Context: an optimization exercise on an open-source flow, tuned for small area, a short achievable clock period and few clock cycles. The choices shown serve that exercise and are no tape-out recipe. Function was checked by simulation only, so behaviour that the tests miss may differ from the original. Power is estimated from default activity; no workload was simulated.

==> wip/lagoon <==
// battery_level_estimator
module battery_level_estimator (
  input  wire logic        clk,
  input  wire logic        rst_n,
  input  wire logic        in_valid,
  output logic             in_ready,
  input  wire logic [11:0] in_raw_sample,
  input  wire logic        in_sample_ok,
  output logic             out_valid,
  input  wire logic        out_ready,
  output logic [13:0]      out_filtered_mv,
  output logic [13:0]      out_cell_mv,
  output logic [11:0]      out_average_raw,
  output logic [6:0]       out_charge_percent,
  output logic             out_status,
  input  wire logic        cfg_we,
  input  wire logic [2:0]  cfg_index,
  input  wire logic [11:0] cfg_wdata
);
Settings: LEC_CHECK=0, CAP_MARGIN=20, CORE_MARGIN=2, CORE_UTILIZATION=40, SETUP_SLACK_MARGIN=5, SLEW_MARGIN=20; clock period 10.0 ns.
run.sh (not shown) runs the stock make flow with config.mk's settings and CLKGATE_MAP_FILE= SYNTH_SCRIPT=/design/flow/synth_recipe.tcl, a recipe that flattens the netlist after the stock synthesis.
==> wip/tundra (differences from wip/lagoon) <==
--- a/flow/design.v
+++ b/flow/design.v
@@ -85,12 +85,12 @@
   end
   logic [3:0]  pos_r, pos_n;
   logic [15:0] sum_r, sum_add;
   logic [4:0]  cnt_r, cnt_add;
   logic [5:0]  cnt3_r, cnt3_add;
-  logic        last_r, accept, load, s1_free, s2_free, inrdy_r, inrdy_n;
-  assign in_ready = inrdy_r;
+  logic        last_r, accept, load, s1_free, s2_free;
+  assign in_ready = ~last_r | s1_free;
   assign accept = in_valid & in_ready;
   assign load = accept & last_r;
   assign sum_add = sum_r + (in_sample_ok ? {4'd0, in_raw_sample} : 16'd0);
   assign cnt_add = cnt_r + {4'd0, in_sample_ok};
   assign cnt3_add = cnt3_r + (in_sample_ok ? 6'd3 : 6'd0);
@@ -113,47 +113,45 @@
         cnt_r <= last_r ? 5'd0 : cnt_add;
         cnt3_r <= last_r ? 6'd0 : cnt3_add;
       end
     end
   end
-  localparam logic [2:0] S1_IDLE = 3'd0, S1_AVG = 3'd1, S1_MUL = 3'd2, S1_ADC = 3'd3,
+  localparam logic [2:0] S1_IDLE = 3'd0, S1_AVG = 3'd1, S1_MUL = 3'd2, S1_SCALE = 3'd3,
                          S1_HOLD = 3'd4;
   logic [2:0]  st1_r, st1_n;
   logic [1:0]  cyc1_r, cyc1_n;
   logic [11:0] R1_r, R1_n;     
   logic [11:0] A1_r, A1_n;     
-  logic [11:0] Q1_r, Q1_n;     
+  logic [14:0] Q1_r, Q1_n;     
   logic [4:0]  n_r, n_n;
   logic [5:0]  n3_r, n3_n;
   logic        handoff;
   logic [6:0]  a_t0, a_t1, a_r0, a_r1;
   logic [1:0]  a_q0, a_q1;
   logic [11:0] mp;
   logic [11:0] mq;
   logic [13:0] ms, madd;
+  logic        sc_c;
   logic [14:0] sc_x;
-  logic [12:0] sc_s;
   assign a_t0 = {1'b0, R1_r[3:0], A1_r[11:10]};
   ble_div4_step #(.W(7)) u_avg0 (.t(a_t0), .d1({2'd0, n_r}), .d2({1'b0, n_r, 1'b0}),
                                  .d3({1'b0, n3_r}), .digit(a_q0), .rem(a_r0));
   assign a_t1 = {1'b0, a_r0[3:0], A1_r[9:8]};
   ble_div4_step #(.W(7)) u_avg1 (.t(a_t1), .d1({2'd0, n_r}), .d2({1'b0, n_r, 1'b0}),
                                  .d3({1'b0, n3_r}), .digit(a_q1), .rem(a_r1));
   assign handoff = (st1_r == S1_HOLD) & s2_free;
-  assign sc_x = ({3'd0, R1_r} & {15{num_r[0]}}) + ({2'd0, R1_r, 1'b0} & {15{num_r[1]}})
-              + ({1'b0, R1_r, 2'b0} & {15{num_r[2]}});
   assign s1_free = (st1_r == S1_IDLE) | handoff;
   always_comb begin
     st1_n = st1_r;
     cyc1_n = cyc1_r;
     R1_n = R1_r;
     A1_n = A1_r;
     Q1_n = Q1_r;
     n_n = n_r;
     n3_n = n3_r;
     mp = '0; mq = '0; ms = '0; madd = '0;
-    sc_s = '0;
+    sc_c = 1'b0; sc_x = '0;
     case (st1_r)
       S1_AVG: begin
         R1_n = {8'd0, a_r1[3:0]};
         A1_n = {A1_r[7:0], a_q0, a_q1};
         cyc1_n = cyc1_r + 2'd1;
@@ -176,21 +174,23 @@
           ms = {2'd0, mp} + madd;
           mq = {ms[1:0], mq[11:2]};
           mp = ms[13:2];
         end
         R1_n = mp;
-        Q1_n = mq;
+        Q1_n = {3'd0, mq};
         A1_n = {A1_r[3:0], A1_r[11:4]};
         cyc1_n = cyc1_r + 2'd1;
         if (cyc1_r == 2'd2) begin
-          st1_n = S1_ADC;
+          st1_n = S1_SCALE;
           cyc1_n = 2'd0;
         end
       end
-      S1_ADC: begin
-        sc_s = {1'b0, Q1_r} + {1'b0, R1_r} + 13'd1;
-        R1_n = R1_r + {11'd0, sc_s[12]};
+      S1_SCALE: begin
+        sc_c = ({1'b0, Q1_r[11:0]} + {1'b0, R1_r}) >= 13'd4095;
+        sc_x = ({3'd0, R1_r} & {15{num_r[0]}}) + ({2'd0, R1_r, 1'b0} & {15{num_r[1]}})
+             + ({1'b0, R1_r, 2'b0} & {15{num_r[2]}}) + (sc_c ? {12'd0, num_r} : 15'd0);
+        Q1_n = sc_x;
         st1_n = S1_HOLD;
       end
       S1_HOLD: if (handoff) st1_n = S1_IDLE;
       default: ;
     endcase
@@ -230,11 +230,12 @@
   logic [13:0] o_filt, o_cell;
   logic [11:0] o_avg;
   logic [6:0]  o_pct;
   logic        o_status, o_valid;
   logic        p1_r, p2_r;
-  logic [6:0]  px_r;
+  logic [3:0]  pk_r;
+  logic [8:0]  px_r;
   logic        own_ok;
   logic        wr_out, wr_filt, pct_go;
   logic [11:0] avg_d;
   logic [13:0] cell_d, filt_d;
   logic        status_d;
@@ -318,48 +319,42 @@
         end
       end
       default: ;
     endcase
     if (handoff) begin
-      Q2_n = {1'b0, sc_x};
+      Q2_n = {1'b0, Q1_r};
       R2_n = 5'd0;
       d_n = {2'd0, den_r};
       d3_n = {2'd0, den_r} + {1'b0, den_r, 1'b0};
       avg2_n = A1_r;
       empty2_n = (n_r == 5'd0);
       cyc2_n = 2'd0;
       st2_n = (n_r == 5'd0) ? S2_PREP : S2_DEN;
     end
   end
-  assign inrdy_n = ~(pos_n == lenm1_n) | (st1_n == S1_IDLE) |
-                   ((st1_n == S1_HOLD) & ((st2_n == S2_IDLE) | (st2_n == S2_EMA && cyc2_n == 2'd3)));
   always_ff @(posedge clk) begin
     if (!rst_n) begin
       st2_r <= S2_IDLE;
       cyc2_r <= 2'd0;
-      inrdy_r <= 1'b1;
     end else begin
       st2_r <= st2_n;
       cyc2_r <= cyc2_n;
-      inrdy_r <= inrdy_n;
     end
     Q2_r <= Q2_n;
     R2_r <= R2_n;
     d_r <= d_n;
     d3_r <= d3_n;
     avg2_r <= avg2_n;
     empty2_r <= empty2_n;
     neg_r <= neg_n;
   end
   logic [3:0]  seg;
-  logic [12:0] segmv;
   logic [8:0]  segx;
-  logic [6:0]  pb_n;
-  logic [2:0]  pm_n;
-  logic [6:0]  pb_r;
-  logic [2:0]  pm_r;
-  logic [9:0]  pa, pbb, py;
+  logic [12:0] segmv;
+  logic [6:0]  pbase;
+  logic [9:0]  pa, pb, py;
+  logic        psub;
   logic [2:0]  pr;
   function automatic [12:0] knee_mv(input [3:0] k);
     case (k)
       4'd0: knee_mv = 13'd4200;  4'd1: knee_mv = 13'd4100;  4'd2: knee_mv = 13'd4000;
       4'd3: knee_mv = 13'd3950;  4'd4: knee_mv = 13'd3900;  4'd5: knee_mv = 13'd3850;
@@ -374,56 +369,46 @@
     for (int k = 14; k >= 1; k--) begin
       if (o_filt >= 14'(knee_mv(4'(k)))) seg = 4'(k);
     end
     segmv = knee_mv(seg);
     segx = o_filt[8:0] - segmv[8:0];
-    case (seg)
-      4'd1: begin pb_n = 7'd92; pm_n = 3'd4; end
-      4'd2: begin pb_n = 7'd85; pm_n = 3'd3; end
-      4'd3: begin pb_n = 7'd78; pm_n = 3'd6; end
-      4'd4: begin pb_n = 7'd70; pm_n = 3'd7; end
-      4'd5: begin pb_n = 7'd62; pm_n = 3'd7; end
-      4'd6: begin pb_n = 7'd55; pm_n = 3'd6; end
-      4'd7: begin pb_n = 7'd48; pm_n = 3'd6; end
-      4'd8: begin pb_n = 7'd42; pm_n = 3'd5; end
-      4'd9: begin pb_n = 7'd35; pm_n = 3'd6; end
-      4'd10: begin pb_n = 7'd28; pm_n = 3'd6; end
-      4'd11: begin pb_n = 7'd20; pm_n = 3'd7; end
-      4'd12: begin pb_n = 7'd14; pm_n = 3'd5; end
-      4'd13: begin pb_n = 7'd8; pm_n = 3'd2; end
-      4'd14: begin pb_n = 7'd4; pm_n = 3'd1; end
-      default: begin
-        pb_n = (o_filt >= 14'd3225) ? 7'd3 : (o_filt >= 14'd3150) ? 7'd2 :
-               (o_filt >= 14'd3075) ? 7'd1 : 7'd0;
-        pm_n = 3'd0;
-      end
-    endcase
     if (o_filt == 14'd0 || o_filt >= 14'd4200) begin
-      pb_n = 7'd100;
-      pm_n = 3'd0;
+      seg = 4'd0;
+      segx = 9'd0;
     end else if (o_filt < 14'd3000) begin
-      pb_n = 7'd0;
-      pm_n = 3'd0;
+      segx = 9'd0;
     end
   end
   always_comb begin
     pa = 10'd0;
-    pbb = 10'd0;
-    case (pm_r)
-      3'd1: pa = {1'b0, px_r[6:0], 2'd0};                                    
-      3'd2: begin pa = {1'b0, px_r[6:0], 2'd0}; pbb = {2'd0, px_r[6:0], 1'b0}; end    
-      3'd3: begin pa = {px_r[6:0], 3'd0}; pbb = ~{3'd0, px_r[6:0]}; end      
-      3'd4: pa = {px_r[6:0], 3'd0};                                          
-      3'd5: begin pa = {px_r[6:0], 3'd0}; pbb = {1'b0, px_r[6:0], 2'd0}; end  
-      3'd6: begin pa = {px_r[5:0], 4'd0}; pbb = ~{2'd0, px_r[6:0], 1'b0}; end  
-      3'd7: pa = {px_r[5:0], 4'd0};                                          
-      default: ;
+    pb = 10'd0;
+    psub = 1'b0;
+    case (pk_r)
+      4'd1: begin pbase = 7'd92; pa = {px_r[6:0], 3'd0}; end                                  
+      4'd2: begin pbase = 7'd85; pa = {px_r[6:0], 3'd0}; pb = {3'd0, px_r[6:0]}; psub = 1'b1; end  
+      4'd3: begin pbase = 7'd78; pa = {px_r[5:0], 4'd0}; pb = {2'd0, px_r[6:0], 1'b0}; psub = 1'b1; end  
+      4'd4: begin pbase = 7'd70; pa = {px_r[5:0], 4'd0}; end                                  
+      4'd5: begin pbase = 7'd62; pa = {px_r[5:0], 4'd0}; end
+      4'd6: begin pbase = 7'd55; pa = {px_r[5:0], 4'd0}; pb = {2'd0, px_r[6:0], 1'b0}; psub = 1'b1; end
+      4'd7: begin pbase = 7'd48; pa = {px_r[5:0], 4'd0}; pb = {2'd0, px_r[6:0], 1'b0}; psub = 1'b1; end
+      4'd8: begin pbase = 7'd42; pa = {px_r[6:0], 3'd0}; pb = {1'b0, px_r[6:0], 2'd0}; end      
+      4'd9: begin pbase = 7'd35; pa = {px_r[5:0], 4'd0}; pb = {2'd0, px_r[6:0], 1'b0}; psub = 1'b1; end
+      4'd10: begin pbase = 7'd28; pa = {px_r[5:0], 4'd0}; pb = {2'd0, px_r[6:0], 1'b0}; psub = 1'b1; end
+      4'd11: begin pbase = 7'd20; pa = {px_r[5:0], 4'd0}; end
+      4'd12: begin pbase = 7'd14; pa = {px_r[6:0], 3'd0}; pb = {1'b0, px_r[6:0], 2'd0}; end
+      4'd13: begin pbase = 7'd8; pa = {1'b0, px_r[6:0], 2'd0}; pb = {2'd0, px_r[6:0], 1'b0}; end  
+      4'd14: begin pbase = 7'd4; pa = {1'b0, px_r[6:0], 2'd0}; end                             
+      4'd15: pbase = 7'd0;
+      default: pbase = 7'd100;
     endcase
-    py = pa + pbb + {9'd0, pm_r == 3'd3 || pm_r == 3'd6};
-    pr = (py >= 10'd700) ? 3'd7 : (py >= 10'd600) ? 3'd6 : (py >= 10'd500) ? 3'd5 :
-         (py >= 10'd400) ? 3'd4 : (py >= 10'd300) ? 3'd3 : (py >= 10'd200) ? 3'd2 :
-         (py >= 10'd100) ? 3'd1 : 3'd0;
+    py = psub ? (pa - pb) : (pa + pb);
+    if (pk_r == 4'd15)
+      pr = (px_r >= 9'd225) ? 3'd3 : (px_r >= 9'd150) ? 3'd2 : (px_r >= 9'd75) ? 3'd1 : 3'd0;
+    else
+      pr = (py >= 10'd700) ? 3'd7 : (py >= 10'd600) ? 3'd6 : (py >= 10'd500) ? 3'd5 :
+           (py >= 10'd400) ? 3'd4 : (py >= 10'd300) ? 3'd3 : (py >= 10'd200) ? 3'd2 :
+           (py >= 10'd100) ? 3'd1 : 3'd0;
   end
   always_ff @(posedge clk) begin
     if (!rst_n) begin
       o_valid <= 1'b0;
       o_filt <= 14'd0;
@@ -439,15 +424,14 @@
       o_avg <= avg_d;
       o_cell <= cell_d;
       o_status <= status_d;
     end
     if (p1_r) begin
-      pb_r <= pb_n;
-      pm_r <= pm_n;
-      px_r <= segx[6:0];
+      pk_r <= seg;
+      px_r <= segx;
     end
-    if (p2_r) o_pct <= pb_r + {4'd0, pr};
+    if (p2_r) o_pct <= pbase + {4'd0, pr};
   end
   assign out_valid = o_valid;
   assign out_filtered_mv = o_filt;
   assign out_cell_mv = o_cell;
   assign out_average_raw = o_avg;
==> results.txt <==
wip/lagoon passed the timing, DRC and antenna checks. wip/tundra went through all stages and came out clean. Of wip/tundra and wip/lagoon, wip/tundra has the higher combinational power (gap 150%, measured against wip/lagoon). Non-clock buffer count: wip/lagoon is lower than wip/tundra (51). Of wip/lagoon and wip/tundra, wip/tundra has the higher die area (gap about 3%, measured against wip/tundra). In wip/lagoon the clock skew is lower than in wip/tundra, by 7.9 ps. Of wip/lagoon and wip/tundra, wip/lagoon has the higher global-route usage (gap 0.63 points). Between wip/tundra and wip/lagoon, the lower wire length is in wip/lagoon (gap 1.8%, measured against wip/lagoon). Between wip/lagoon and wip/tundra, the lower worst setup slack is in wip/tundra (gap 960 ps). Critical path depth: wip/lagoon is lower than wip/tundra (8).
==> figures <==
Result of the run: wip/tundra complete, no violations; wip/lagoon complete, no violations
Sequential fraction of total cell area: wip/tundra 25.20%; wip/lagoon 27.07%
Timing startpoint of the critical path: wip/tundra R1_r[0]; wip/lagoon A1_r[10]
All-layer global routing usage: wip/tundra 20.52%; wip/lagoon 21.16%
Pin count of the biggest net entering global routing: wip/tundra 84; wip/lagoon 51
Final Wtd Congestion: wip/tundra 0.8756; wip/lagoon 0.8866
Total length of routed met3 wires: wip/tundra 2.544 mm; wip/lagoon 3.146 mm
Final nets: wip/tundra 2816; wip/lagoon 2690
Global-route wire length before repair: wip/tundra 89.83 mm; wip/lagoon 87.77 mm
Share of cell area taken by muxes after synthesis: wip/tundra 2.870%; wip/lagoon 3.147%
Routing usage on met3: wip/tundra 2.730%; wip/lagoon 2.827%
Hold Crit Depth: wip/tundra 2; wip/lagoon 0
Combinational share of power: wip/tundra 49.3%; wip/lagoon 29.3%
HPWL reported at the end of detailed placement: wip/tundra 41.02 mm; wip/lagoon 41.07 mm
Comb_multi_in: wip/tundra 1890; wip/lagoon 1851
Fill cells: wip/tundra 4906; wip/lagoon 4801
Via density per instance: wip/tundra 5.516; wip/lagoon 5.581
Testbench counts of wip/lagoon, summed over its fixed seeds: cycles 8,434.
Testbench counts of wip/tundra, summed over its fixed seeds: cycles 8,434.

-- static timing again, ports no longer ideal --
How much do the figures lean on ideal ports? The routed layouts below were timed once more, with nothing changed but the port constraints. Step 1, drivers: a clkbuf_16 drives clk and a buf_2 each remaining input, both assumed. Step 2 adds t to the input delays and takes it off the output delays; t is the mean of the earliest and latest rising clock arrival at the registers after step 1. Input paths then give back, and output paths get back, about the clock's delay inside the block. Slacks: ideal / step 1 / step 2; pairs: ideal / step 1.
| run | t, ns | setup WS [ns] | slew at the worst register clock pin (ns) |
|---|---|---|---|
| wip/lagoon | 0.624 | 5.177 / 5.177 / 4.887 | 0.06 / 0.06 |
| wip/tundra | 0.645 | 4.215 / 4.215 / 4.215 | 0.06 / 0.06 |
After both steps setup and hold are still met in every run listed. For wip/lagoon, which loses most, drivers alone change the setup slack by 0.000 ns; drivers and shift together by -0.290 ns.
